This is an optimization exercise on Yosys and OpenROAD, whose aim is small area, a short achievable clock period and few clock cycles per item, not a production implementation.
The RTL was checked by simulation tests, not by an equivalence proof against the original design.
No activity file was given, so power comes from the tool's default toggle rates.

==> design.v <==
package ex_pkg;
  localparam logic [3:0] OP_AND = 4'b0000;
  localparam logic [3:0] OP_OR  = 4'b0001;
  localparam logic [3:0] OP_ADD = 4'b0010;
  localparam logic [3:0] OP_XOR = 4'b0011;
  localparam logic [3:0] OP_SLL = 4'b0100;
  localparam logic [3:0] OP_SRL = 4'b0101;
  localparam logic [3:0] OP_SUB = 4'b0110;
  localparam logic [3:0] OP_SLT = 4'b0111;
  localparam logic [3:0] OP_MUL = 4'b1000;
  localparam logic [3:0] OP_NOR = 4'b1100;
  typedef enum logic {
    ST_IDLE = 1'b0,
    ST_MUL  = 1'b1
  } ex_state_e;
  localparam int unsigned DEFAULT_WIDTH = 32;
  localparam int unsigned MUL_SLICES    = DEFAULT_WIDTH / 8;
  function automatic integer mul_slices(input integer width);
    mul_slices = width / 8;
  endfunction
endpackage
import ex_pkg::*;
module ex_stage
#(
  parameter int unsigned WIDTH = 32
) (
  input  logic             clk,
  input  logic             rst,
  input  logic             in_valid,
  output logic             in_ready,
  input  logic [3:0]       operation,
  input  logic [WIDTH-1:0] op_a,
  input  logic [WIDTH-1:0] op_b,
  input  logic [4:0]       shamt,
  input  logic [4:0]       rd,
  input  logic             reg_write,
  input  logic             stall_in,
  input  logic             flush,
  output logic             out_valid,
  output logic [WIDTH-1:0] result,
  output logic             zero,
  output logic [4:0]       out_rd,
  output logic             out_reg_write,
  output logic             busy
);
  logic v0_q, v1_q;
  logic hold1_s, ld1_s, ld0_s;
  assign hold1_s  = v1_q & stall_in;
  assign ld1_s    = ~hold1_s;
  assign ld0_s    = ~(v0_q & hold1_s);
  assign in_ready = ld0_s;
  always_ff @(posedge clk) begin
    if (!rst || flush) begin
      v0_q <= 1'b0;
      v1_q <= 1'b0;
    end else begin
      if (ld0_s) v0_q <= in_valid;
      if (ld1_s) v1_q <= v0_q;
    end
  end
  logic op_mul, op_sll, op_srl, op_shift, op_sub, op_slt, op_useb;
  assign op_mul   = (operation == OP_MUL);
  assign op_sll   = (operation == OP_SLL);
  assign op_srl   = (operation == OP_SRL);
  assign op_shift = op_sll | op_srl;
  assign op_sub   = (operation == OP_SUB);
  assign op_slt   = (operation == OP_SLT);
  assign op_useb  = (operation == OP_ADD) | op_sub | op_slt | (operation == OP_AND) |
                    (operation == OP_OR) | (operation == OP_XOR) | (operation == OP_NOR);
  logic [31:0] a0_q;
  logic [11:0] one0_q, two0_q, neg0_q;
  logic        l_shift, l_other, l_mul, l_raw, l_hold;
  assign l_hold  = ~ld0_s;
  assign l_shift = ld0_s & op_shift;
  assign l_other = ld0_s & ~op_shift;
  assign l_mul   = ld0_s & op_mul;
  assign l_raw   = ld0_s & ~op_mul & ~op_shift;
  logic [31:0] b_rev, b_sh, b_pre, a_nx;
  always_comb begin
    for (int i = 0; i < 32; i++) b_rev[i] = op_b[31 - i];
    b_sh  = op_sll ? op_b : b_rev;
    b_pre = shamt[4] ? {b_sh[15:0], 16'd0} : b_sh;
  end
  assign a_nx = ({32{l_shift}} & b_pre) | ({32{l_other}} & op_a) | ({32{l_hold}} & a0_q);
  logic [11:0] one_nx, two_nx, neg_nx;
  logic [31:0] braw;
  assign braw = (op_sub | op_slt) ? ~op_b : op_b;
  always_comb begin
    for (int i = 0; i < 12; i++) begin
      logic b2, b1, bm, sel;
      b2  = op_b[2*i+1];
      b1  = op_b[2*i];
      bm  = (i == 0) ? 1'b0 : op_b[2*i-1];
      sel = (i < 8) && (shamt[3:1] == 3'(i));
      one_nx[i] = (l_mul & (b1 ^ bm)) | (l_shift & sel & ~shamt[0]) |
                  (l_raw & braw[2*i]) | (l_hold & one0_q[i]);
      two_nx[i] = (l_mul & ((b2 & ~b1 & ~bm) | (~b2 & b1 & bm))) |
                  (l_shift & sel & shamt[0]) | (l_hold & two0_q[i]);
      neg_nx[i] = (l_mul & b2) | (l_raw & braw[2*i+1]) | (l_hold & neg0_q[i]);
    end
  end
  logic [3:0] wone, wtwo, wneg;
  always_comb begin
    for (int k = 0; k < 4; k++) begin
      logic b2, b1, bm;
      b2 = op_b[2*(12+k)+1];
      b1 = op_b[2*(12+k)];
      bm = op_b[2*(12+k)-1];
      wone[k] = b1 ^ bm;
      wtwo[k] = (b2 & ~b1 & ~bm) | (~b2 & b1 & bm);
      wneg[k] = b2;
    end
  end
  logic [7:0] wpp12;
  logic [5:0] wpp13;
  logic [3:0] wpp14;
  logic       wpp15_0, wpp15_1;
  logic [7:0] a8_sh;
  assign a8_sh   = {op_a[6:0], 1'b0};
  assign wpp12   = ({8{wone[0]}} & op_a[7:0] | {8{wtwo[0]}} & a8_sh[7:0]) ^ {8{wneg[0]}};
  assign wpp13   = ({6{wone[1]}} & op_a[5:0] | {6{wtwo[1]}} & a8_sh[5:0]) ^ {6{wneg[1]}};
  assign wpp14   = ({4{wone[2]}} & op_a[3:0] | {4{wtwo[2]}} & a8_sh[3:0]) ^ {4{wneg[2]}};
  assign wpp15_0 = wone[3] & op_a[0];
  assign wpp15_1 = (wone[3] & (op_a[1] ^ (wneg[3] & op_a[0]))) | (wtwo[3] & op_a[0]);
  logic [7:0] wt_x, wt_y;
  wire whs22, whc22;
  ex_ha u_wha22 (.a(wpp12[4]), .b(wpp13[2]), .s(whs22), .co(whc22));
  wire whs23, whc23;
  ex_ha u_wha23 (.a(wpp12[5]), .b(wpp13[3]), .s(whs23), .co(whc23));
  wire wfs198, wfc198;
  ex_fa u_wfa198 (.a(wpp12[6]), .b(wpp13[4]), .c(wpp14[2]), .s(wfs198), .co(wfc198));
  wire wfs199, wfc199;
  ex_fa u_wfa199 (.a(wpp12[7]), .b(wpp13[5]), .c(wpp14[3]), .s(wfs199), .co(wfc199));
  wire whs24, whc24;
  ex_ha u_wha24 (.a(wpp12[2]), .b(wpp13[0]), .s(whs24), .co(whc24));
  wire whs25, whc25;
  ex_ha u_wha25 (.a(wpp12[3]), .b(wpp13[1]), .s(whs25), .co(whc25));
  wire wfs200, wfc200;
  ex_fa u_wfa200 (.a(whs22), .b(wpp14[0]), .c(wneg[2]), .s(wfs200), .co(wfc200));
  wire wfs201, wfc201;
  ex_fa u_wfa201 (.a(whc22), .b(whs23), .c(wpp14[1]), .s(wfs201), .co(wfc201));
  wire wfs202, wfc202;
  ex_fa u_wfa202 (.a(whc23), .b(wfs198), .c(wpp15_0), .s(wfs202), .co(wfc202));
  wire wfs203, wfc203;
  ex_fa u_wfa203 (.a(wfc198), .b(wfs199), .c(wpp15_1), .s(wfs203), .co(wfc203));
  assign wt_x = {wfc202, wfc201, wfc200, whc25, whc24, whs24, wpp12[1], wpp12[0]};
  assign wt_y = {wfs203, wfs202, wfs201, wfs200, whs25, wneg[1], 1'b0, wneg[0]};
  logic [7:0] w_in;
  assign w_in = op_mul ? (wt_x + wt_y) : (op_useb ? braw[31:24] : 8'd0);
  logic [7:0]  w0_q;
  logic [3:0]  op0_q;
  logic [4:0]  rd0_q;
  logic        rw0_q;
  always_ff @(posedge clk) begin
    a0_q   <= a_nx;
    one0_q <= one_nx;
    two0_q <= two_nx;
    neg0_q <= neg_nx;
  end
  always_ff @(posedge clk) begin
    if (ld0_s) begin
      w0_q   <= w_in;
      op0_q  <= operation;
      rd0_q  <= rd;
      rw0_q  <= reg_write;
    end
  end
  logic [31:0] b0_raw;
  always_comb begin
    for (int i = 0; i < 12; i++) begin
      b0_raw[2*i]   = one0_q[i];
      b0_raw[2*i+1] = neg0_q[i];
    end
    b0_raw[31:24] = w0_q;
  end
  logic [31:0] a_sh;
  assign a_sh = {a0_q[30:0], 1'b0};
  logic [31:0] pp0;
  logic [29:0] pp1;
  logic [27:0] pp2;
  logic [25:0] pp3;
  logic [23:0] pp4;
  logic [21:0] pp5;
  logic [19:0] pp6;
  logic [17:0] pp7;
  logic [15:0] pp8;
  logic [13:0] pp9;
  logic [11:0] pp10;
  logic [9:0]  pp11;
  logic [11:0] bone, btwo, bneg;
  assign bone = one0_q;
  assign btwo = two0_q;
  assign bneg = neg0_q;
  assign pp0  = ({32{bone[0]}}  & a0_q[31:0]  | {32{btwo[0]}}  & a_sh[31:0])  ^ {32{bneg[0]}};
  assign pp1  = ({30{bone[1]}}  & a0_q[29:0]  | {30{btwo[1]}}  & a_sh[29:0])  ^ {30{bneg[1]}};
  assign pp2  = ({28{bone[2]}}  & a0_q[27:0]  | {28{btwo[2]}}  & a_sh[27:0])  ^ {28{bneg[2]}};
  assign pp3  = ({26{bone[3]}}  & a0_q[25:0]  | {26{btwo[3]}}  & a_sh[25:0])  ^ {26{bneg[3]}};
  assign pp4  = ({24{bone[4]}}  & a0_q[23:0]  | {24{btwo[4]}}  & a_sh[23:0])  ^ {24{bneg[4]}};
  assign pp5  = ({22{bone[5]}}  & a0_q[21:0]  | {22{btwo[5]}}  & a_sh[21:0])  ^ {22{bneg[5]}};
  assign pp6  = ({20{bone[6]}}  & a0_q[19:0]  | {20{btwo[6]}}  & a_sh[19:0])  ^ {20{bneg[6]}};
  assign pp7  = ({18{bone[7]}}  & a0_q[17:0]  | {18{btwo[7]}}  & a_sh[17:0])  ^ {18{bneg[7]}};
  assign pp8  = ({16{bone[8]}}  & a0_q[15:0]  | {16{btwo[8]}}  & a_sh[15:0])  ^ {16{bneg[8]}};
  assign pp9  = ({14{bone[9]}}  & a0_q[13:0]  | {14{btwo[9]}}  & a_sh[13:0])  ^ {14{bneg[9]}};
  assign pp10 = ({12{bone[10]}} & a0_q[11:0]  | {12{btwo[10]}} & a_sh[11:0])  ^ {12{bneg[10]}};
  assign pp11 = ({10{bone[11]}} & a0_q[9:0]   | {10{btwo[11]}} & a_sh[9:0])   ^ {10{bneg[11]}};
  logic [31:0] tree_x, tree_y;
  wire hs0, hc0;
  ex_ha u_ha0 (.a(pp0[16]), .b(pp1[14]), .s(hs0), .co(hc0));
  wire hs1, hc1;
  ex_ha u_ha1 (.a(pp0[17]), .b(pp1[15]), .s(hs1), .co(hc1));
  wire fs0, fc0;
  ex_fa u_fa0 (.a(pp0[18]), .b(pp1[16]), .c(pp2[14]), .s(fs0), .co(fc0));
  wire hs2, hc2;
  ex_ha u_ha2 (.a(pp3[12]), .b(pp4[10]), .s(hs2), .co(hc2));
  wire fs1, fc1;
  ex_fa u_fa1 (.a(pp0[19]), .b(pp1[17]), .c(pp2[15]), .s(fs1), .co(fc1));
  wire hs3, hc3;
  ex_ha u_ha3 (.a(pp3[13]), .b(pp4[11]), .s(hs3), .co(hc3));
  wire fs2, fc2;
  ex_fa u_fa2 (.a(pp0[20]), .b(pp1[18]), .c(pp2[16]), .s(fs2), .co(fc2));
  wire fs3, fc3;
  ex_fa u_fa3 (.a(pp3[14]), .b(pp4[12]), .c(pp5[10]), .s(fs3), .co(fc3));
  wire hs4, hc4;
  ex_ha u_ha4 (.a(pp6[8]), .b(pp7[6]), .s(hs4), .co(hc4));
  wire fs4, fc4;
  ex_fa u_fa4 (.a(pp0[21]), .b(pp1[19]), .c(pp2[17]), .s(fs4), .co(fc4));
  wire fs5, fc5;
  ex_fa u_fa5 (.a(pp3[15]), .b(pp4[13]), .c(pp5[11]), .s(fs5), .co(fc5));
  wire hs5, hc5;
  ex_ha u_ha5 (.a(pp6[9]), .b(pp7[7]), .s(hs5), .co(hc5));
  wire fs6, fc6;
  ex_fa u_fa6 (.a(pp0[22]), .b(pp1[20]), .c(pp2[18]), .s(fs6), .co(fc6));
  wire fs7, fc7;
  ex_fa u_fa7 (.a(pp3[16]), .b(pp4[14]), .c(pp5[12]), .s(fs7), .co(fc7));
  wire fs8, fc8;
  ex_fa u_fa8 (.a(pp6[10]), .b(pp7[8]), .c(pp8[6]), .s(fs8), .co(fc8));
  wire hs6, hc6;
  ex_ha u_ha6 (.a(pp9[4]), .b(pp10[2]), .s(hs6), .co(hc6));
  wire fs9, fc9;
  ex_fa u_fa9 (.a(pp0[23]), .b(pp1[21]), .c(pp2[19]), .s(fs9), .co(fc9));
  wire fs10, fc10;
  ex_fa u_fa10 (.a(pp3[17]), .b(pp4[15]), .c(pp5[13]), .s(fs10), .co(fc10));
  wire fs11, fc11;
  ex_fa u_fa11 (.a(pp6[11]), .b(pp7[9]), .c(pp8[7]), .s(fs11), .co(fc11));
  wire hs7, hc7;
  ex_ha u_ha7 (.a(pp9[5]), .b(pp10[3]), .s(hs7), .co(hc7));
  wire fs12, fc12;
  ex_fa u_fa12 (.a(pp0[24]), .b(pp1[22]), .c(pp2[20]), .s(fs12), .co(fc12));
  wire fs13, fc13;
  ex_fa u_fa13 (.a(pp3[18]), .b(pp4[16]), .c(pp5[14]), .s(fs13), .co(fc13));
  wire fs14, fc14;
  ex_fa u_fa14 (.a(pp6[12]), .b(pp7[10]), .c(pp8[8]), .s(fs14), .co(fc14));
  wire fs15, fc15;
  ex_fa u_fa15 (.a(pp9[6]), .b(pp10[4]), .c(pp11[2]), .s(fs15), .co(fc15));
  wire fs16, fc16;
  ex_fa u_fa16 (.a(pp0[25]), .b(pp1[23]), .c(pp2[21]), .s(fs16), .co(fc16));
  wire fs17, fc17;
  ex_fa u_fa17 (.a(pp3[19]), .b(pp4[17]), .c(pp5[15]), .s(fs17), .co(fc17));
  wire fs18, fc18;
  ex_fa u_fa18 (.a(pp6[13]), .b(pp7[11]), .c(pp8[9]), .s(fs18), .co(fc18));
  wire fs19, fc19;
  ex_fa u_fa19 (.a(pp9[7]), .b(pp10[5]), .c(pp11[3]), .s(fs19), .co(fc19));
  wire fs20, fc20;
  ex_fa u_fa20 (.a(pp0[26]), .b(pp1[24]), .c(pp2[22]), .s(fs20), .co(fc20));
  wire fs21, fc21;
  ex_fa u_fa21 (.a(pp3[20]), .b(pp4[18]), .c(pp5[16]), .s(fs21), .co(fc21));
  wire fs22, fc22;
  ex_fa u_fa22 (.a(pp6[14]), .b(pp7[12]), .c(pp8[10]), .s(fs22), .co(fc22));
  wire fs23, fc23;
  ex_fa u_fa23 (.a(pp9[8]), .b(pp10[6]), .c(pp11[4]), .s(fs23), .co(fc23));
  wire fs24, fc24;
  ex_fa u_fa24 (.a(pp0[27]), .b(pp1[25]), .c(pp2[23]), .s(fs24), .co(fc24));
  wire fs25, fc25;
  ex_fa u_fa25 (.a(pp3[21]), .b(pp4[19]), .c(pp5[17]), .s(fs25), .co(fc25));
  wire fs26, fc26;
  ex_fa u_fa26 (.a(pp6[15]), .b(pp7[13]), .c(pp8[11]), .s(fs26), .co(fc26));
  wire fs27, fc27;
  ex_fa u_fa27 (.a(pp9[9]), .b(pp10[7]), .c(pp11[5]), .s(fs27), .co(fc27));
  wire fs28, fc28;
  ex_fa u_fa28 (.a(pp0[28]), .b(pp1[26]), .c(pp2[24]), .s(fs28), .co(fc28));
  wire fs29, fc29;
  ex_fa u_fa29 (.a(pp3[22]), .b(pp4[20]), .c(pp5[18]), .s(fs29), .co(fc29));
  wire fs30, fc30;
  ex_fa u_fa30 (.a(pp6[16]), .b(pp7[14]), .c(pp8[12]), .s(fs30), .co(fc30));
  wire fs31, fc31;
  ex_fa u_fa31 (.a(pp9[10]), .b(pp10[8]), .c(pp11[6]), .s(fs31), .co(fc31));
  wire fs32, fc32;
  ex_fa u_fa32 (.a(pp0[29]), .b(pp1[27]), .c(pp2[25]), .s(fs32), .co(fc32));
  wire fs33, fc33;
  ex_fa u_fa33 (.a(pp3[23]), .b(pp4[21]), .c(pp5[19]), .s(fs33), .co(fc33));
  wire fs34, fc34;
  ex_fa u_fa34 (.a(pp6[17]), .b(pp7[15]), .c(pp8[13]), .s(fs34), .co(fc34));
  wire fs35, fc35;
  ex_fa u_fa35 (.a(pp9[11]), .b(pp10[9]), .c(pp11[7]), .s(fs35), .co(fc35));
  wire fs36, fc36;
  ex_fa u_fa36 (.a(pp0[30]), .b(pp1[28]), .c(pp2[26]), .s(fs36), .co(fc36));
  wire fs37, fc37;
  ex_fa u_fa37 (.a(pp3[24]), .b(pp4[22]), .c(pp5[20]), .s(fs37), .co(fc37));
  wire fs38, fc38;
  ex_fa u_fa38 (.a(pp6[18]), .b(pp7[16]), .c(pp8[14]), .s(fs38), .co(fc38));
  wire fs39, fc39;
  ex_fa u_fa39 (.a(pp9[12]), .b(pp10[10]), .c(pp11[8]), .s(fs39), .co(fc39));
  wire fs40, fc40;
  ex_fa u_fa40 (.a(pp0[31]), .b(pp1[29]), .c(pp2[27]), .s(fs40), .co(fc40));
  wire fs41, fc41;
  ex_fa u_fa41 (.a(pp3[25]), .b(pp4[23]), .c(pp5[21]), .s(fs41), .co(fc41));
  wire fs42, fc42;
  ex_fa u_fa42 (.a(pp6[19]), .b(pp7[17]), .c(pp8[15]), .s(fs42), .co(fc42));
  wire fs43, fc43;
  ex_fa u_fa43 (.a(pp9[13]), .b(pp10[11]), .c(pp11[9]), .s(fs43), .co(fc43));
  wire hs8, hc8;
  ex_ha u_ha8 (.a(pp0[10]), .b(pp1[8]), .s(hs8), .co(hc8));
  wire hs9, hc9;
  ex_ha u_ha9 (.a(pp0[11]), .b(pp1[9]), .s(hs9), .co(hc9));
  wire fs44, fc44;
  ex_fa u_fa44 (.a(pp0[12]), .b(pp1[10]), .c(pp2[8]), .s(fs44), .co(fc44));
  wire hs10, hc10;
  ex_ha u_ha10 (.a(pp3[6]), .b(pp4[4]), .s(hs10), .co(hc10));
  wire fs45, fc45;
  ex_fa u_fa45 (.a(pp0[13]), .b(pp1[11]), .c(pp2[9]), .s(fs45), .co(fc45));
  wire hs11, hc11;
  ex_ha u_ha11 (.a(pp3[7]), .b(pp4[5]), .s(hs11), .co(hc11));
  wire fs46, fc46;
  ex_fa u_fa46 (.a(pp0[14]), .b(pp1[12]), .c(pp2[10]), .s(fs46), .co(fc46));
  wire fs47, fc47;
  ex_fa u_fa47 (.a(pp3[8]), .b(pp4[6]), .c(pp5[4]), .s(fs47), .co(fc47));
  wire hs12, hc12;
  ex_ha u_ha12 (.a(pp6[2]), .b(pp7[0]), .s(hs12), .co(hc12));
  wire fs48, fc48;
  ex_fa u_fa48 (.a(pp0[15]), .b(pp1[13]), .c(pp2[11]), .s(fs48), .co(fc48));
  wire fs49, fc49;
  ex_fa u_fa49 (.a(pp3[9]), .b(pp4[7]), .c(pp5[5]), .s(fs49), .co(fc49));
  wire hs13, hc13;
  ex_ha u_ha13 (.a(pp6[3]), .b(pp7[1]), .s(hs13), .co(hc13));
  wire fs50, fc50;
  ex_fa u_fa50 (.a(hs0), .b(pp2[12]), .c(pp3[10]), .s(fs50), .co(fc50));
  wire fs51, fc51;
  ex_fa u_fa51 (.a(pp4[8]), .b(pp5[6]), .c(pp6[4]), .s(fs51), .co(fc51));
  wire fs52, fc52;
  ex_fa u_fa52 (.a(pp7[2]), .b(pp8[0]), .c(bneg[8]), .s(fs52), .co(fc52));
  wire fs53, fc53;
  ex_fa u_fa53 (.a(hc0), .b(hs1), .c(pp2[13]), .s(fs53), .co(fc53));
  wire fs54, fc54;
  ex_fa u_fa54 (.a(pp3[11]), .b(pp4[9]), .c(pp5[7]), .s(fs54), .co(fc54));
  wire fs55, fc55;
  ex_fa u_fa55 (.a(pp6[5]), .b(pp7[3]), .c(pp8[1]), .s(fs55), .co(fc55));
  wire fs56, fc56;
  ex_fa u_fa56 (.a(hc1), .b(fs0), .c(hs2), .s(fs56), .co(fc56));
  wire fs57, fc57;
  ex_fa u_fa57 (.a(pp5[8]), .b(pp6[6]), .c(pp7[4]), .s(fs57), .co(fc57));
  wire fs58, fc58;
  ex_fa u_fa58 (.a(pp8[2]), .b(pp9[0]), .c(bneg[9]), .s(fs58), .co(fc58));
  wire fs59, fc59;
  ex_fa u_fa59 (.a(fc0), .b(hc2), .c(fs1), .s(fs59), .co(fc59));
  wire fs60, fc60;
  ex_fa u_fa60 (.a(hs3), .b(pp5[9]), .c(pp6[7]), .s(fs60), .co(fc60));
  wire fs61, fc61;
  ex_fa u_fa61 (.a(pp7[5]), .b(pp8[3]), .c(pp9[1]), .s(fs61), .co(fc61));
  wire fs62, fc62;
  ex_fa u_fa62 (.a(fc1), .b(hc3), .c(fs2), .s(fs62), .co(fc62));
  wire fs63, fc63;
  ex_fa u_fa63 (.a(fs3), .b(hs4), .c(pp8[4]), .s(fs63), .co(fc63));
  wire fs64, fc64;
  ex_fa u_fa64 (.a(pp9[2]), .b(pp10[0]), .c(bneg[10]), .s(fs64), .co(fc64));
  wire fs65, fc65;
  ex_fa u_fa65 (.a(fc2), .b(fc3), .c(hc4), .s(fs65), .co(fc65));
  wire fs66, fc66;
  ex_fa u_fa66 (.a(fs4), .b(fs5), .c(hs5), .s(fs66), .co(fc66));
  wire fs67, fc67;
  ex_fa u_fa67 (.a(pp8[5]), .b(pp9[3]), .c(pp10[1]), .s(fs67), .co(fc67));
  wire fs68, fc68;
  ex_fa u_fa68 (.a(fc4), .b(fc5), .c(hc5), .s(fs68), .co(fc68));
  wire fs69, fc69;
  ex_fa u_fa69 (.a(fs6), .b(fs7), .c(fs8), .s(fs69), .co(fc69));
  wire fs70, fc70;
  ex_fa u_fa70 (.a(hs6), .b(pp11[0]), .c(bneg[11]), .s(fs70), .co(fc70));
  wire fs71, fc71;
  ex_fa u_fa71 (.a(fc6), .b(fc7), .c(fc8), .s(fs71), .co(fc71));
  wire fs72, fc72;
  ex_fa u_fa72 (.a(hc6), .b(fs9), .c(fs10), .s(fs72), .co(fc72));
  wire fs73, fc73;
  ex_fa u_fa73 (.a(fs11), .b(hs7), .c(pp11[1]), .s(fs73), .co(fc73));
  wire fs74, fc74;
  ex_fa u_fa74 (.a(fc9), .b(fc10), .c(fc11), .s(fs74), .co(fc74));
  wire fs75, fc75;
  ex_fa u_fa75 (.a(hc7), .b(fs12), .c(fs13), .s(fs75), .co(fc75));
  wire fs76, fc76;
  ex_fa u_fa76 (.a(fs14), .b(fs15), .c(w0_q[0]), .s(fs76), .co(fc76));
  wire fs77, fc77;
  ex_fa u_fa77 (.a(fc12), .b(fc13), .c(fc14), .s(fs77), .co(fc77));
  wire fs78, fc78;
  ex_fa u_fa78 (.a(fc15), .b(fs16), .c(fs17), .s(fs78), .co(fc78));
  wire fs79, fc79;
  ex_fa u_fa79 (.a(fs18), .b(fs19), .c(w0_q[1]), .s(fs79), .co(fc79));
  wire fs80, fc80;
  ex_fa u_fa80 (.a(fc16), .b(fc17), .c(fc18), .s(fs80), .co(fc80));
  wire fs81, fc81;
  ex_fa u_fa81 (.a(fc19), .b(fs20), .c(fs21), .s(fs81), .co(fc81));
  wire fs82, fc82;
  ex_fa u_fa82 (.a(fs22), .b(fs23), .c(w0_q[2]), .s(fs82), .co(fc82));
  wire fs83, fc83;
  ex_fa u_fa83 (.a(fc20), .b(fc21), .c(fc22), .s(fs83), .co(fc83));
  wire fs84, fc84;
  ex_fa u_fa84 (.a(fc23), .b(fs24), .c(fs25), .s(fs84), .co(fc84));
  wire fs85, fc85;
  ex_fa u_fa85 (.a(fs26), .b(fs27), .c(w0_q[3]), .s(fs85), .co(fc85));
  wire fs86, fc86;
  ex_fa u_fa86 (.a(fc24), .b(fc25), .c(fc26), .s(fs86), .co(fc86));
  wire fs87, fc87;
  ex_fa u_fa87 (.a(fc27), .b(fs28), .c(fs29), .s(fs87), .co(fc87));
  wire fs88, fc88;
  ex_fa u_fa88 (.a(fs30), .b(fs31), .c(w0_q[4]), .s(fs88), .co(fc88));
  wire fs89, fc89;
  ex_fa u_fa89 (.a(fc28), .b(fc29), .c(fc30), .s(fs89), .co(fc89));
  wire fs90, fc90;
  ex_fa u_fa90 (.a(fc31), .b(fs32), .c(fs33), .s(fs90), .co(fc90));
  wire fs91, fc91;
  ex_fa u_fa91 (.a(fs34), .b(fs35), .c(w0_q[5]), .s(fs91), .co(fc91));
  wire fs92, fc92;
  ex_fa u_fa92 (.a(fc32), .b(fc33), .c(fc34), .s(fs92), .co(fc92));
  wire fs93, fc93;
  ex_fa u_fa93 (.a(fc35), .b(fs36), .c(fs37), .s(fs93), .co(fc93));
  wire fs94, fc94;
  ex_fa u_fa94 (.a(fs38), .b(fs39), .c(w0_q[6]), .s(fs94), .co(fc94));
  wire fs95, fc95;
  ex_fa u_fa95 (.a(fc36), .b(fc37), .c(fc38), .s(fs95), .co(fc95));
  wire fs96, fc96;
  ex_fa u_fa96 (.a(fc39), .b(fs40), .c(fs41), .s(fs96), .co(fc96));
  wire fs97, fc97;
  ex_fa u_fa97 (.a(fs42), .b(fs43), .c(w0_q[7]), .s(fs97), .co(fc97));
  wire hs14, hc14;
  ex_ha u_ha14 (.a(pp0[6]), .b(pp1[4]), .s(hs14), .co(hc14));
  wire hs15, hc15;
  ex_ha u_ha15 (.a(pp0[7]), .b(pp1[5]), .s(hs15), .co(hc15));
  wire fs98, fc98;
  ex_fa u_fa98 (.a(pp0[8]), .b(pp1[6]), .c(pp2[4]), .s(fs98), .co(fc98));
  wire hs16, hc16;
  ex_ha u_ha16 (.a(pp3[2]), .b(pp4[0]), .s(hs16), .co(hc16));
  wire fs99, fc99;
  ex_fa u_fa99 (.a(pp0[9]), .b(pp1[7]), .c(pp2[5]), .s(fs99), .co(fc99));
  wire hs17, hc17;
  ex_ha u_ha17 (.a(pp3[3]), .b(pp4[1]), .s(hs17), .co(hc17));
  wire fs100, fc100;
  ex_fa u_fa100 (.a(hs8), .b(pp2[6]), .c(pp3[4]), .s(fs100), .co(fc100));
  wire fs101, fc101;
  ex_fa u_fa101 (.a(pp4[2]), .b(pp5[0]), .c(bneg[5]), .s(fs101), .co(fc101));
  wire fs102, fc102;
  ex_fa u_fa102 (.a(hc8), .b(hs9), .c(pp2[7]), .s(fs102), .co(fc102));
  wire fs103, fc103;
  ex_fa u_fa103 (.a(pp3[5]), .b(pp4[3]), .c(pp5[1]), .s(fs103), .co(fc103));
  wire fs104, fc104;
  ex_fa u_fa104 (.a(hc9), .b(fs44), .c(hs10), .s(fs104), .co(fc104));
  wire fs105, fc105;
  ex_fa u_fa105 (.a(pp5[2]), .b(pp6[0]), .c(bneg[6]), .s(fs105), .co(fc105));
  wire fs106, fc106;
  ex_fa u_fa106 (.a(fc44), .b(hc10), .c(fs45), .s(fs106), .co(fc106));
  wire fs107, fc107;
  ex_fa u_fa107 (.a(hs11), .b(pp5[3]), .c(pp6[1]), .s(fs107), .co(fc107));
  wire fs108, fc108;
  ex_fa u_fa108 (.a(fc45), .b(hc11), .c(fs46), .s(fs108), .co(fc108));
  wire fs109, fc109;
  ex_fa u_fa109 (.a(fs47), .b(hs12), .c(bneg[7]), .s(fs109), .co(fc109));
  wire fs110, fc110;
  ex_fa u_fa110 (.a(fc46), .b(fc47), .c(hc12), .s(fs110), .co(fc110));
  wire fs111, fc111;
  ex_fa u_fa111 (.a(fs48), .b(fs49), .c(hs13), .s(fs111), .co(fc111));
  wire fs112, fc112;
  ex_fa u_fa112 (.a(fc48), .b(fc49), .c(hc13), .s(fs112), .co(fc112));
  wire fs113, fc113;
  ex_fa u_fa113 (.a(fs50), .b(fs51), .c(fs52), .s(fs113), .co(fc113));
  wire fs114, fc114;
  ex_fa u_fa114 (.a(fc50), .b(fc51), .c(fc52), .s(fs114), .co(fc114));
  wire fs115, fc115;
  ex_fa u_fa115 (.a(fs53), .b(fs54), .c(fs55), .s(fs115), .co(fc115));
  wire fs116, fc116;
  ex_fa u_fa116 (.a(fc53), .b(fc54), .c(fc55), .s(fs116), .co(fc116));
  wire fs117, fc117;
  ex_fa u_fa117 (.a(fs56), .b(fs57), .c(fs58), .s(fs117), .co(fc117));
  wire fs118, fc118;
  ex_fa u_fa118 (.a(fc56), .b(fc57), .c(fc58), .s(fs118), .co(fc118));
  wire fs119, fc119;
  ex_fa u_fa119 (.a(fs59), .b(fs60), .c(fs61), .s(fs119), .co(fc119));
  wire fs120, fc120;
  ex_fa u_fa120 (.a(fc59), .b(fc60), .c(fc61), .s(fs120), .co(fc120));
  wire fs121, fc121;
  ex_fa u_fa121 (.a(fs62), .b(fs63), .c(fs64), .s(fs121), .co(fc121));
  wire fs122, fc122;
  ex_fa u_fa122 (.a(fc62), .b(fc63), .c(fc64), .s(fs122), .co(fc122));
  wire fs123, fc123;
  ex_fa u_fa123 (.a(fs65), .b(fs66), .c(fs67), .s(fs123), .co(fc123));
  wire fs124, fc124;
  ex_fa u_fa124 (.a(fc65), .b(fc66), .c(fc67), .s(fs124), .co(fc124));
  wire fs125, fc125;
  ex_fa u_fa125 (.a(fs68), .b(fs69), .c(fs70), .s(fs125), .co(fc125));
  wire fs126, fc126;
  ex_fa u_fa126 (.a(fc68), .b(fc69), .c(fc70), .s(fs126), .co(fc126));
  wire fs127, fc127;
  ex_fa u_fa127 (.a(fs71), .b(fs72), .c(fs73), .s(fs127), .co(fc127));
  wire fs128, fc128;
  ex_fa u_fa128 (.a(fc71), .b(fc72), .c(fc73), .s(fs128), .co(fc128));
  wire fs129, fc129;
  ex_fa u_fa129 (.a(fs74), .b(fs75), .c(fs76), .s(fs129), .co(fc129));
  wire fs130, fc130;
  ex_fa u_fa130 (.a(fc74), .b(fc75), .c(fc76), .s(fs130), .co(fc130));
  wire fs131, fc131;
  ex_fa u_fa131 (.a(fs77), .b(fs78), .c(fs79), .s(fs131), .co(fc131));
  wire fs132, fc132;
  ex_fa u_fa132 (.a(fc77), .b(fc78), .c(fc79), .s(fs132), .co(fc132));
  wire fs133, fc133;
  ex_fa u_fa133 (.a(fs80), .b(fs81), .c(fs82), .s(fs133), .co(fc133));
  wire fs134, fc134;
  ex_fa u_fa134 (.a(fc80), .b(fc81), .c(fc82), .s(fs134), .co(fc134));
  wire fs135, fc135;
  ex_fa u_fa135 (.a(fs83), .b(fs84), .c(fs85), .s(fs135), .co(fc135));
  wire fs136, fc136;
  ex_fa u_fa136 (.a(fc83), .b(fc84), .c(fc85), .s(fs136), .co(fc136));
  wire fs137, fc137;
  ex_fa u_fa137 (.a(fs86), .b(fs87), .c(fs88), .s(fs137), .co(fc137));
  wire fs138, fc138;
  ex_fa u_fa138 (.a(fc86), .b(fc87), .c(fc88), .s(fs138), .co(fc138));
  wire fs139, fc139;
  ex_fa u_fa139 (.a(fs89), .b(fs90), .c(fs91), .s(fs139), .co(fc139));
  wire fs140, fc140;
  ex_fa u_fa140 (.a(fc89), .b(fc90), .c(fc91), .s(fs140), .co(fc140));
  wire fs141, fc141;
  ex_fa u_fa141 (.a(fs92), .b(fs93), .c(fs94), .s(fs141), .co(fc141));
  wire fs142, fc142;
  ex_fa u_fa142 (.a(fc92), .b(fc93), .c(fc94), .s(fs142), .co(fc142));
  wire fs143, fc143;
  ex_fa u_fa143 (.a(fs95), .b(fs96), .c(fs97), .s(fs143), .co(fc143));
  wire hs18, hc18;
  ex_ha u_ha18 (.a(pp0[4]), .b(pp1[2]), .s(hs18), .co(hc18));
  wire hs19, hc19;
  ex_ha u_ha19 (.a(pp0[5]), .b(pp1[3]), .s(hs19), .co(hc19));
  wire fs144, fc144;
  ex_fa u_fa144 (.a(hs14), .b(pp2[2]), .c(pp3[0]), .s(fs144), .co(fc144));
  wire fs145, fc145;
  ex_fa u_fa145 (.a(hc14), .b(hs15), .c(pp2[3]), .s(fs145), .co(fc145));
  wire fs146, fc146;
  ex_fa u_fa146 (.a(hc15), .b(fs98), .c(hs16), .s(fs146), .co(fc146));
  wire fs147, fc147;
  ex_fa u_fa147 (.a(fc98), .b(hc16), .c(fs99), .s(fs147), .co(fc147));
  wire fs148, fc148;
  ex_fa u_fa148 (.a(fc99), .b(hc17), .c(fs100), .s(fs148), .co(fc148));
  wire fs149, fc149;
  ex_fa u_fa149 (.a(fc100), .b(fc101), .c(fs102), .s(fs149), .co(fc149));
  wire fs150, fc150;
  ex_fa u_fa150 (.a(fc102), .b(fc103), .c(fs104), .s(fs150), .co(fc150));
  wire fs151, fc151;
  ex_fa u_fa151 (.a(fc104), .b(fc105), .c(fs106), .s(fs151), .co(fc151));
  wire fs152, fc152;
  ex_fa u_fa152 (.a(fc106), .b(fc107), .c(fs108), .s(fs152), .co(fc152));
  wire fs153, fc153;
  ex_fa u_fa153 (.a(fc108), .b(fc109), .c(fs110), .s(fs153), .co(fc153));
  wire fs154, fc154;
  ex_fa u_fa154 (.a(fc110), .b(fc111), .c(fs112), .s(fs154), .co(fc154));
  wire fs155, fc155;
  ex_fa u_fa155 (.a(fc112), .b(fc113), .c(fs114), .s(fs155), .co(fc155));
  wire fs156, fc156;
  ex_fa u_fa156 (.a(fc114), .b(fc115), .c(fs116), .s(fs156), .co(fc156));
  wire fs157, fc157;
  ex_fa u_fa157 (.a(fc116), .b(fc117), .c(fs118), .s(fs157), .co(fc157));
  wire fs158, fc158;
  ex_fa u_fa158 (.a(fc118), .b(fc119), .c(fs120), .s(fs158), .co(fc158));
  wire fs159, fc159;
  ex_fa u_fa159 (.a(fc120), .b(fc121), .c(fs122), .s(fs159), .co(fc159));
  wire fs160, fc160;
  ex_fa u_fa160 (.a(fc122), .b(fc123), .c(fs124), .s(fs160), .co(fc160));
  wire fs161, fc161;
  ex_fa u_fa161 (.a(fc124), .b(fc125), .c(fs126), .s(fs161), .co(fc161));
  wire fs162, fc162;
  ex_fa u_fa162 (.a(fc126), .b(fc127), .c(fs128), .s(fs162), .co(fc162));
  wire fs163, fc163;
  ex_fa u_fa163 (.a(fc128), .b(fc129), .c(fs130), .s(fs163), .co(fc163));
  wire fs164, fc164;
  ex_fa u_fa164 (.a(fc130), .b(fc131), .c(fs132), .s(fs164), .co(fc164));
  wire fs165, fc165;
  ex_fa u_fa165 (.a(fc132), .b(fc133), .c(fs134), .s(fs165), .co(fc165));
  wire fs166, fc166;
  ex_fa u_fa166 (.a(fc134), .b(fc135), .c(fs136), .s(fs166), .co(fc166));
  wire fs167, fc167;
  ex_fa u_fa167 (.a(fc136), .b(fc137), .c(fs138), .s(fs167), .co(fc167));
  wire fs168, fc168;
  ex_fa u_fa168 (.a(fc138), .b(fc139), .c(fs140), .s(fs168), .co(fc168));
  wire fs169, fc169;
  ex_fa u_fa169 (.a(fc140), .b(fc141), .c(fs142), .s(fs169), .co(fc169));
  wire hs20, hc20;
  ex_ha u_ha20 (.a(pp0[2]), .b(pp1[0]), .s(hs20), .co(hc20));
  wire hs21, hc21;
  ex_ha u_ha21 (.a(pp0[3]), .b(pp1[1]), .s(hs21), .co(hc21));
  wire fs170, fc170;
  ex_fa u_fa170 (.a(hs18), .b(pp2[0]), .c(bneg[2]), .s(fs170), .co(fc170));
  wire fs171, fc171;
  ex_fa u_fa171 (.a(hc18), .b(hs19), .c(pp2[1]), .s(fs171), .co(fc171));
  wire fs172, fc172;
  ex_fa u_fa172 (.a(hc19), .b(fs144), .c(bneg[3]), .s(fs172), .co(fc172));
  wire fs173, fc173;
  ex_fa u_fa173 (.a(fc144), .b(fs145), .c(pp3[1]), .s(fs173), .co(fc173));
  wire fs174, fc174;
  ex_fa u_fa174 (.a(fc145), .b(fs146), .c(bneg[4]), .s(fs174), .co(fc174));
  wire fs175, fc175;
  ex_fa u_fa175 (.a(fc146), .b(fs147), .c(hs17), .s(fs175), .co(fc175));
  wire fs176, fc176;
  ex_fa u_fa176 (.a(fc147), .b(fs148), .c(fs101), .s(fs176), .co(fc176));
  wire fs177, fc177;
  ex_fa u_fa177 (.a(fc148), .b(fs149), .c(fs103), .s(fs177), .co(fc177));
  wire fs178, fc178;
  ex_fa u_fa178 (.a(fc149), .b(fs150), .c(fs105), .s(fs178), .co(fc178));
  wire fs179, fc179;
  ex_fa u_fa179 (.a(fc150), .b(fs151), .c(fs107), .s(fs179), .co(fc179));
  wire fs180, fc180;
  ex_fa u_fa180 (.a(fc151), .b(fs152), .c(fs109), .s(fs180), .co(fc180));
  wire fs181, fc181;
  ex_fa u_fa181 (.a(fc152), .b(fs153), .c(fs111), .s(fs181), .co(fc181));
  wire fs182, fc182;
  ex_fa u_fa182 (.a(fc153), .b(fs154), .c(fs113), .s(fs182), .co(fc182));
  wire fs183, fc183;
  ex_fa u_fa183 (.a(fc154), .b(fs155), .c(fs115), .s(fs183), .co(fc183));
  wire fs184, fc184;
  ex_fa u_fa184 (.a(fc155), .b(fs156), .c(fs117), .s(fs184), .co(fc184));
  wire fs185, fc185;
  ex_fa u_fa185 (.a(fc156), .b(fs157), .c(fs119), .s(fs185), .co(fc185));
  wire fs186, fc186;
  ex_fa u_fa186 (.a(fc157), .b(fs158), .c(fs121), .s(fs186), .co(fc186));
  wire fs187, fc187;
  ex_fa u_fa187 (.a(fc158), .b(fs159), .c(fs123), .s(fs187), .co(fc187));
  wire fs188, fc188;
  ex_fa u_fa188 (.a(fc159), .b(fs160), .c(fs125), .s(fs188), .co(fc188));
  wire fs189, fc189;
  ex_fa u_fa189 (.a(fc160), .b(fs161), .c(fs127), .s(fs189), .co(fc189));
  wire fs190, fc190;
  ex_fa u_fa190 (.a(fc161), .b(fs162), .c(fs129), .s(fs190), .co(fc190));
  wire fs191, fc191;
  ex_fa u_fa191 (.a(fc162), .b(fs163), .c(fs131), .s(fs191), .co(fc191));
  wire fs192, fc192;
  ex_fa u_fa192 (.a(fc163), .b(fs164), .c(fs133), .s(fs192), .co(fc192));
  wire fs193, fc193;
  ex_fa u_fa193 (.a(fc164), .b(fs165), .c(fs135), .s(fs193), .co(fc193));
  wire fs194, fc194;
  ex_fa u_fa194 (.a(fc165), .b(fs166), .c(fs137), .s(fs194), .co(fc194));
  wire fs195, fc195;
  ex_fa u_fa195 (.a(fc166), .b(fs167), .c(fs139), .s(fs195), .co(fc195));
  wire fs196, fc196;
  ex_fa u_fa196 (.a(fc167), .b(fs168), .c(fs141), .s(fs196), .co(fc196));
  wire fs197, fc197;
  ex_fa u_fa197 (.a(fc168), .b(fs169), .c(fs143), .s(fs197), .co(fc197));
  assign tree_x = {fc196, fc195, fc194, fc193, fc192, fc191, fc190, fc189, fc188, fc187, fc186, fc185, fc184, fc183, fc182, fc181, fc180, fc179, fc178, fc177, fc176, fc175, fc174, fc173, fc172, fc171, fc170, hc21, hc20, hs20, pp0[1], pp0[0]};
  assign tree_y = {fs197, fs196, fs195, fs194, fs193, fs192, fs191, fs190, fs189, fs188, fs187, fs186, fs185, fs184, fs183, fs182, fs181, fs180, fs179, fs178, fs177, fs176, fs175, fs174, fs173, fs172, fs171, fs170, hs21, bneg[1], 1'b0, 1'b0};
  logic [31:0] hp, hg, hp_rev;
  assign hp = tree_x ^ tree_y;
  assign hg = tree_x & tree_y;
  always_comb begin
    for (int i = 0; i < 32; i++) hp_rev[i] = hp[31 - i];
  end
  logic [31:0] ap, ag;
  assign ap = a0_q ^ b0_raw;
  assign ag = a0_q & b0_raw;
  logic [31:0] sg [0:5];
  logic [31:0] sp [0:5];
  logic        lt;
  always_comb begin
    sg[0] = {1'b0, ag[30:1], ag[0] | ap[0]};
    sp[0] = {1'b1, ap[30:1], 1'b0};
    for (int l = 0; l < 5; l++) begin
      sg[l+1] = 32'd0;
      sp[l+1] = 32'd0;
      for (int j = 0; j < (16 >> l); j++) begin
        sg[l+1][j] = sg[l][2*j+1] | (sp[l][2*j+1] & sg[l][2*j]);
        sp[l+1][j] = sp[l][2*j+1] & sp[l][2*j];
      end
    end
    lt = ap[31] ? ~sg[5][0] : a0_q[31];
  end
  logic [31:0] p1_q, g1_q;
  logic s_tree, s_srl, s_ap, s_addsub, s_ag, s_or, s_nor, s_slt, s_hold;
  assign s_hold   = ~ld1_s;
  assign s_tree   = ld1_s & ((op0_q == OP_MUL) | (op0_q == OP_SLL));
  assign s_srl    = ld1_s & (op0_q == OP_SRL);
  assign s_addsub = ld1_s & ((op0_q == OP_ADD) | (op0_q == OP_SUB));
  assign s_ap     = s_addsub | (ld1_s & (op0_q == OP_XOR));
  assign s_ag     = ld1_s & (op0_q == OP_AND);
  assign s_or     = ld1_s & (op0_q == OP_OR);
  assign s_nor    = ld1_s & (op0_q == OP_NOR);
  assign s_slt    = ld1_s & (op0_q == OP_SLT);
  logic [31:0] p_nx, g_nx;
  logic        c_d;
  assign p_nx = ({32{s_tree}} & hp) | ({32{s_srl}} & hp_rev) | ({32{s_ap}} & ap) |
                ({32{s_ag}} & ag) | ({32{s_or}} & (ap | ag)) | ({32{s_nor}} & ~(ap | ag)) |
                {31'd0, s_slt & lt} | ({32{s_hold}} & p1_q);
  assign g_nx = ({32{s_tree}} & hg) | ({32{s_addsub}} & ag) | ({32{s_hold}} & g1_q);
  assign c_d  = ((op0_q == OP_MUL) & bneg[0]) | (op0_q == OP_SUB);
  logic        c1_q;
  logic [4:0]  rd1_q;
  logic        rw1_q;
  always_ff @(posedge clk) begin
    p1_q <= p_nx;
    g1_q <= g_nx;
  end
  always_ff @(posedge clk) begin
    if (ld1_s) begin
      c1_q  <= c_d;
      rd1_q <= rd0_q;
      rw1_q <= rw0_q;
    end
  end
  logic [31:0] hg0, hpp0, hgk [0:4], hpk [0:4];
  logic [31:0] gall, cy;
  always_comb begin
    hg0  = g1_q;
    hpp0 = p1_q;
    hg0[0] = g1_q[0] | (p1_q[0] & c1_q);
    hgk[0] = hg0;
    hpk[0] = hpp0;
    for (int i = 1; i < 32; i += 2) begin
      hgk[0][i] = hg0[i] | (hpp0[i] & hg0[i-1]);
      hpk[0][i] = hpp0[i] & hpp0[i-1];
    end
    for (int l = 1; l < 5; l++) begin
      hgk[l] = hgk[l-1];
      hpk[l] = hpk[l-1];
      for (int i = 1; i < 32; i += 2) begin
        if (i - (1 << l) >= 0) begin
          hgk[l][i] = hgk[l-1][i] | (hpk[l-1][i] & hgk[l-1][i - (1 << l)]);
          hpk[l][i] = hpk[l-1][i] & hpk[l-1][i - (1 << l)];
        end
      end
    end
    gall = hgk[4];
    for (int i = 2; i < 32; i += 2)
      gall[i] = hg0[i] | (hpp0[i] & hgk[4][i-1]);
    cy = {gall[30:0], c1_q};
  end
  logic [31:0] zterm;
  assign zterm = p1_q ^ {p1_q[30:0] | g1_q[30:0], c1_q};
  assign result        = p1_q ^ cy;
  assign zero          = ~|zterm;
  assign out_valid     = v1_q;
  assign out_rd        = rd1_q;
  assign out_reg_write = rw1_q;
  assign busy          = v0_q;
endmodule
module ex_fa (
  input  logic a,
  input  logic b,
  input  logic c,
  output logic s,
  output logic co
);
  assign s  = a ^ b ^ c;
  assign co = (a & b) | (a & c) | (b & c);
endmodule
module ex_ha (
  input  logic a,
  input  logic b,
  output logic s,
  output logic co
);
  assign s  = a ^ b;
  assign co = a & b;
endmodule
==> flow/run.sh <==
#!/bin/bash
# The standard layout with two changes to how it is made:
#  - synthesis maps the logic with flow/abc_area.script (an area-oriented
#    ABC script) in place of ORFS's abc_area.script; everything else in the
#    synthesis, including the registers, is the standard one;
#  - the port buffers use the smallest buffer cell (every input and output
#    port still gets its own buffer).
set -euo pipefail
rm -rf myscripts
cp -r "$FLOW_HOME/scripts" myscripts
cp flow/abc_area.script myscripts/abc_area.script
bash standard.sh "SCRIPTS_DIR=$PWD/myscripts" synth > synth_make.log 2>&1
bash standard.sh "BUFFER_PORTS_ARGS=-buffer_cell sky130_fd_sc_hd__buf_1" finish > flow_make.log 2>&1
==> flow/abc_area.script <==
strash
&get -n
&st
&dch -f
&nf -a -R 1000
&put
topo
==> standard.sh <==
#!/bin/bash
# synth_recipe.tcl (not shown) runs the flow's synth.tcl, then flattens the netlist and writes it again
# the make line also repeats each setting of config.mk as NAME=value (left out here)
make -C /OpenROAD-flow-scripts/flow DESIGN_CONFIG=/design/flow/config.mk WORK_HOME=/design/flow/orfs CLKGATE_MAP_FILE= SYNTH_SCRIPT=/design/flow/synth_recipe.tcl "${@:-finish}"
==> config.mk <==
export PLATFORM = sky130hd
export DESIGN_NAME = ex_stage
export DESIGN_NICKNAME = ex_stage
export VERILOG_FILES = /design/flow/design.v
export SDC_FILE = /design/flow/constraint.sdc
export NUM_CORES = 4
export LEC_CHECK = 0
export ABC_AREA = 1
export CAP_MARGIN = 20
export CORE_MARGIN = 2
export CORE_UTILIZATION = 40
export CTS_BUF_LIST = sky130_fd_sc_hd__clkbuf_8
export SETUP_SLACK_MARGIN = 5
export SLEW_MARGIN = 20
export SYNTH_HIERARCHICAL = 1
==> constraint.sdc <==
create_clock -name core_clock -period 10.0 [get_ports {clk}]
set_input_delay 2.0000 -clock core_clock [delete_from_list [all_inputs] [get_ports {clk}]]
set_output_delay 2.0000 -clock core_clock [all_outputs]
set_load 0.01 [all_outputs]
==> run notes, run 1 <==
- Yosys top cell by area: fa_1
- Synthesized instance count: just under 2,000
- Slew margin rel.: 0.3735
- Synth Register Bits: between 150 and 200
- Leakage: around 7.9 nW
- Cts bufs inserted: 17
- Post-synthesis sequential area ratio: 0.1807
- PD cells: roughly 370 mW/mm^2
- # fillers: ~4,500
- Clk latency of the worst-skew pair: roughly 0.5 ns
- Cell area after layout: ~0.022 sq mm
- Seq pwr share: 0.126
- Hold Path Origin: rd0_q[1]
- Cell Area, Placed: 0.02057 sq mm
- Worst IR Drop VDD: 0.0003896 V
- Number of cell rows: 79
- Worst-Margin Slew: 0.9385 ns
- Die area: around 0.05 sq mm
- Combinational power share: 0.802
- Global route overflow: 0
- Root Buffer: clkbuf_8
- Hold Vio Cnt, Final: 0
- H-tree depth: 4
- Post-Route WL: just under 80,000 um
- Initial antenna violation count: 1
- R2R Setup Slk: approximately 5.1 ns
- CP Launch Type: flip-flop
- Main synth FF type: dfxtp_1
- Post-route setup TNS: 0 ns
- R2R depth: 13
- Die span in x: between 200 and 250 um
- Sink Count: approximately 160
- 1st-iter DRT viols: approximately 2,800
- Pre-Repair DR Iteration Count: 11
- YS warnings: 11
- Synthesis-to-layout area growth: 15.03%
- Final total power: just over 0.008 W
- Setup CP Type: reg -> out
- RSZ-0062 raised after global routing: true
- Most frequent cell after synthesis: xnor2_1
- Initial Util: 0.4058
- Worst-path clk slew: around 0.10 ns
- Num ports: between 100 and 150
- Fraction of layout cells with a size suffix above 1: 0.09867
- Die Y: 221.3 um
- Clock Power Share: 0.072
- Core area: 0.04656 sq mm
- Avg WL per Cell: approximately 28 um
- Top-area cell type share of the netlist area: 0.2161
- GP Congestion: around 0.96
- Reg-to-Reg Start: one0_q[7]
- # port buffers: about 130
- Post-route ant nets: 0
- Avg Synthesized Cell Area: 9.675 sq um
- Longest Clk Path Bufs: 2
- CTS tree: done
- Largest net degree at the start of global routing: roughly 70
- Post-layout util: 0.4668
- ANT cells: 0
- Final Critical Period: 5.680 ns
- Worst Setup SP: c1_q
- Data arrival, critical path: between 3 and 4 ns
- Worst Clk Skew: 0.01608 ns
- Synth cell types: 46
- Commonest cells post-synth: xnor2_1 (309), a22oi_1 (295), fa_1 (204)
- Worst Setup EP: result[23]
- Post-synth EDFFs: 25
- Status: complete, no violations
- Top fanout value on the critical path: 3
- Gr usage total: 0.3108
- Vias in the first global route: between 15,000 and 20,000
- Crit path capture type: primary output
- CP Data Required Time: roughly 8 ns
- Mapped Nets: roughly 2,400
- Final #Nets: roughly 2,600
- Synth async-reset ratio: 0
- Vias: between 15,000 and 20,000
- Placed wire-length estimate: 54,310 um
- Global-route wire length before repair: 116,200 um
- Net Sw Frac: 0.5280
- Top cells by area, synth: fa_1 (22%), xnor2_1 (14%), dfxtp_1 (14%)
- Final slew viol count: 0
- Final setup vio count: 0
- Synthesized area: approximately 0.019 sq mm
- # Max-Cap Violations: 0
- Internal Dissipation: about 0.0038 W
- FF-to-FF End: p1_q[30]
- Dpl ws: approximately 4.2 ns
- Routed vias/inst: about 6.7
- Switching power: 0.004281 W
- Hold Crit Class: reg -> reg
- Setup ws final: ~4.3 ns
- DRC Markers: 0
- Maximum clock rate: ~180 MHz
- Final Cycle Share: 0.5680
-- power by group through the flow --
stage,clock network [W],logic [W],registers (W)
floorplan,0,0.00364,0.000962
global placement,0,0.00611,0.00101
detailed placement,0,0.00621,0.00101
CTS,0.000582,0.00635,0.00100
global route,0.000606,0.00690,0.00103
finish,0.000581,0.00651,0.00102
-- what timing repair did --
item                       CTS  global route
gates resized for setup    101            64
hold endpoints to repair     0             0
cloned                       1             0
hold buffers                 0             0
pin swaps                   40            20
setup buffers               19             2
setup endpoints to repair   34            33
-- logic make-up (layout without fill, tap and decap cells) --
group,after synthesis,in the layout,share of synthesized area
AOI/OAI and AO/OA,682,682,0.2540
xor gates and xnor gates,331,331,0.1534
adders and majority gates,347,347,0.3108
buffers and inverters,100,325,0.01987
DFF,158,158,0.1807
muxes,16,16,0.008476
and+or+nand+nor,319,320,0.07271
-- Yosys stat by module (local to each module, per instance) --
module	cells	copies in the design
ex_ha	1	26
ex_fa	1	204
ex_stage	1723	1
-- through the flow --
step | hold WS [ns] | instances
finish | 0.4118 | 2786
global route | 0.4281 | 2786
CTS | 0.4122 | 2784
detailed placement | 0.4045 | 2732
global placement | 0.4064 | 2732
floorplan | 0.4003 | 1953
-- worst max-delay path, cell delays in order (launching register included) --
cell and delay [ns]:
edfxtp_1 0.42, ha_2 0.18, or2_1 0.21, ha_2 0.16, or2_1 0.22, nand3_1 0.09
and2_4 0.17, o21ai_2 0.06, nand2_1 0.07, o211ai_1 0.11, nand2_1 0.09, o211ai_1 0.11
a21o_1 0.24, a21oi_4 0.20, buf_4 0.15, buf_6 0.09, clkinv_2 0.05, ha_4 0.16
nor2_4 0.10, xnor2_2 0.14, buf_2 0.17
-- layout by cell type (no fill, tap or decap), types with 11 or more instances in the layout --
cell	n
xnor2_1	303
a22oi_1	295
fa_1	204
nand2_1	147
ha_1	128
o21ai_0	112
dfxtp_1	104
clkinv_1	97
buf_1	96
a21oi_1	89
nor2_1	74
a222oi_1	61
buf_4	50
a221oi_1	39
o22ai_1	27
buf_6	27
edfxtp_1	25
dfxtp_2	24
nor3_1	21
xor2_1	20
clkbuf_8	18
a21o_1	17
mux2i_1	16
buf_2	16
nand3_1	11
-- state kept, by name, indices dropped and copies added (netlist names), 4 cells and up --
name and cells:
w0_q 8, one0_q 12, g1_q 31, rd1_q 5, op0_q 4, neg0_q 12, rd0_q 5, a0_q 32
p1_q 32, two0_q 12
-- per-layer routing --
layer  track usage  up-vias  part of all wire
met3       0.08100      269              0.12
met1        0.4309     9157              0.41
met2        0.4481     1399              0.42
met5             0        -                 0
met4        0.1500        0             0.054
li1              -     7796                 -
-- worst min path at each step --
stage | endpoint | slack (ns) | cells past startpoint
2_1_floorplan | rd1_q[0] | 0.40 | 0
3_3_place_gp | rd1_q[2] | 0.41 | 0
3_5_place_dp | rd1_q[3] | 0.40 | 0
4_1_cts | rd1_q[1] | 0.41 | 0
5_1_grt | rd1_q[1] | 0.43 | 0
6_report | rd1_q[1] | 0.41 | 0
-- area by class of cell --
class	instances	area, sq um	share of cell area
clock inverters	14	215.2	0.009902
well taps	607	759.5	0.03495
multi-input cells	1696	15520	0.7140
flip-flops and latches	158	3462	0.1593
inverters	100	389.1	0.01790
clock buffers	18	247.7	0.01140
repair buffers	193	1142	0.05256
Testbench counts, summed over its fixed seeds: cycles 13,329, items 12,000.
==> run 2: changes to the inputs <==
==> flow/abc_area.script (replaced) <==
strash
dch
map -a
topo
stime -c
buffer -c
upsize -c
dnsize -c
==> run 2 against run 1 <==
Compared with the run above: still clean; synthesized area rose by 4.5%; flip-flop and latch count is the same; die area increased by 4.4%; via count rose by 3.4%.
==> run notes, run 2 <==
- Status: complete, no violations
- Synthesis-to-layout area growth: 10.73%
- Commonest non-fill, non-tap cells in the layout: o22ai_1 (285), xor2_1 (266), fa_1 (204), nor2_1 (180), inv_1 (171)
- Pre-Repair DR Iteration Count: 6
- Final #Nets: ~2,800
- Biggest regs: a0_q: 32 flops, p1_q: 32 flops, g1_q: 31 flops
- WP buf/inv: 3
- YS warnings: 11
- WHS: between 0.4 and 0.5 ns
- GP Congestion: 0.9705
- Setup ws final: ~4.4 ns
- CP dominant cell by count: nand2_2
- Max incr delay on CP: roughly 0.38 ns
- # fillers: 4,886
- Top cells by area, synth: fa_1 (21%), dfxtp_1 (13%), xor2_1 (12%)
- # Max-Cap Violations: 0
- Avg Synthesized Cell Area: around 8.5 sq um
- Worst-path clk slew: ~0.11 ns
- Mapped Nets: 2,756
- Initial antenna violation count: 2
- Post-synthesis sequential area ratio: 0.1729
- Vias in the first global route: ~19,000
- Largest net degree at the start of global routing: 61
- Num ports: roughly 130
- Final Critical Period: ~5.6 ns
- Commonest cells post-synth: o22ai_1 (285), xor2_1 (266), fa_1 (204)
- Synth async-reset ratio: 0
- Die area: 0.05114 sq mm
- Cts bufs inserted: 17
- Global route overflow: 0
- Most frequent cell after synthesis: o22ai_1
- Top fanout value on the critical path: 2
- Synth Register Bits: roughly 160
- Yosys top cell by area: fa_1
- Data arrival, critical path: about 3.6 ns
- Die Y: approximately 230 um
- Placed wire-length estimate: roughly 60,000 um
- Placed cell count: 2,970
- Fraction of layout cells with a size suffix above 1: 0.1025
- PD cells: around 350 mW/mm^2
- Routed vias/inst: ~6.3
- Cell Area, Placed: ~0.021 sq mm
- Hold Vio Cnt, Final: 0
- Post-route ant nets: 0
- Final Cycle Share: 0.5597
- ANT cells: 0
- H-tree depth: 4
- Delay-heaviest family, CP: simple AND/OR/NAND/NOR gates
- Clk latency of the worst-skew pair: approximately 0.54 ns
- Final slew viol count: 0
- Avg WL per Cell: ~28 um
- CP Data Required Time: approximately 8 ns
- Synthesized area: 0.01974 sq mm
- Crit path max-delay cell type: edfxtp_1
- Global-route wire length before repair: 122,200 um
- Post-CTS Hold Fix Bufs: 0
- Gr usage total: 0.3246
- # port buffers: about 130
- Leakage: ~9 nW
- Most common cell after layout, fill and taps aside: o22ai_1
- Maximum clock rate: ~180 MHz
- Worst-Margin Slew: between 1 and 1.5 ns
- Post-synth EDFFs: 25
- Number of cell rows: slightly above 80
- Post-Route WL: approximately 84,000 um
- Final std cells w/o fill: ~3,000
- Main synth FF type: dfxtp_1
- Dpl ws: 4.130 ns
- Final setup vio count: 0
- Setup CP Type: reg -> out
- Hold Crit Class: reg -> reg
- Worst Clk Skew: ~0.025 ns
- Cell area after layout: 0.02186 sq mm
- Vias: approximately 19,000
- CP Launch Type: flip-flop
- RSZ-0062 raised after global routing: true
- DRC Markers: 0
- Longest Clk Path Bufs: 2
- Crit path capture type: primary output
- Worst IR Drop VDD: 0.0003968 V
- Synthesized instance count: roughly 2,300
- Root Buffer: clkbuf_8
- Die span in x: 226.1 um
- Top-area cell type share of the netlist area: 0.2069
- Core area: about 0.05 sq mm
- Initial Util: 0.4041
- Sink Count: roughly 160
- CTS tree: done
- Slew margin rel.: 0.2899
- Post-route setup TNS: 0 ns
- 1st-iter DRT viols: between 2,000 and 2,500
- CP Cell Sequence: ha_2 > or2_4 > ha_4 > or2_4 > nand3_2 > and2_4 > inv_4 > a31oi_4 > inv_2 > nand2_2 > o211ai_4 > nand2_2 > o211ai_2 > nand2_2 > o211ai_2 > nand2_2 > o211ai_4 > nand2_2 > o211ai_2 > ha_2 > nor2_2 > xnor2_1 > buf_2
- Synth cell types: 58
==> run 2: metal layers <==
layer / track usage / vias to the layer above / wire length [um]
li1: - / 8254 / -
met1: 0.4465 / 9418 / 34890
met2: 0.4757 / 1342 / 35470
met3: 0.09133 / 245 / 10140
met4: 0.1369 / 4 / 3972
met5: 0 / - / 31
==> run 2: final timing paths <==
kind | start | to | slack (ns) | cells after the start
max | c1_q | result[29] | 4.40 | 23
min | rd0_q[0] | rd1_q[0] | 0.43 | 0
max reg2reg | a0_q[12] | p1_q[7] | 5.12 | 13
min reg2reg | rd0_q[0] | rd1_q[0] | 0.43 | 0
==> run 2: cell type report <==
type                            instances  area (sq um)  area share
Sequential cell                       158          3430      0.1569
Tap cell                              664         830.8     0.03801
Timing Repair Buffer                  201          1265     0.05788
Clock inverter                         15         158.9    0.007270
Timing Repair inverter                  7         47.55    0.002175
Multi-Input combinational cell       1775         15000      0.6863
Clock buffer                           17         234.0     0.01071
Inverter                              217         889.6     0.04070
==> run 2: per-module statistics from Yosys, one instance, submodules excluded <==
module | area, sq um | flops+latches | cells
ex_stage | 15330 | 158 | 2095
ex_fa | 20.02 | 0 | 1
ex_ha | 12.51 | 0 | 1
==> run 2: kinds of logic (layout without fill, tap and decap cells) <==
family                   count (synthesis)  count (layout)  share of synthesized area
AO/OA/AOI/OAI                          727             727                     0.2371
XOR/XNOR                               297             297                     0.1322
adder cells (fa/ha/maj)                347             347                     0.2976
flip-flops                             158             158                     0.1729
buffers and inverters                  392             457                    0.07512
AND/OR/NAND/NOR                        404             404                    0.08514
==> run 2: per-stage QoR <==
step           power, W    util
6_report       0.007678  0.4474
4_1_cts        0.007410  0.4399
3_3_place_gp   0.006790  0.4222
2_1_floorplan  0.004427       -
3_5_place_dp   0.006797  0.4222
5_1_grt        0.008118  0.4474
==> run 2: repair_timing <==
action	in CTS	in global routing
pin swaps	17	18
setup buffers	16	24
cloned	6	5
setup endpoints to repair	31	37
endpoints found under the hold margin	0	0
gates resized for setup	61	56
==> run 2: power breakdown <==
part,leakage (nW),switching [W],internal [W]
Clock,0.207,0.000291,0.000226
Combinational,7.28,0.00365,0.00256
Sequential,1.38,0.000184,0.000766
Total,8.86,0.00413,0.00355

==> what the ideal ports hide <==
In the flow no input, the clock included, has a driving cell. The finished layouts below were timed again as built, in two steps.
Step 1 (the two cells are an assumption about what drives the block):
set clk [get_ports {clk}]
set_driving_cell -lib_cell sky130_fd_sc_hd__clkbuf_16 $clk
set_driving_cell -lib_cell sky130_fd_sc_hd__buf_2 [delete_from_list [all_inputs] $clk]
Step 2 adds t to the input delays and takes it off the output delays; t is the mean of the earliest and latest rising clock arrival at the registers after step 1. Input paths then give back, and output paths get back, about the clock's delay inside the block.
Slacks: ideal / step 1 / step 2; pairs: ideal / step 1.
run	shift t [ns]	slack for setup (ns)	clock arrival spread, ns
run 1	0.543	4.320 / 4.277 / 4.685	0.016 / 0.016
run 2	0.577	4.403 / 4.352 / 4.621	0.025 / 0.025
After both steps setup and hold are still met in every run listed.
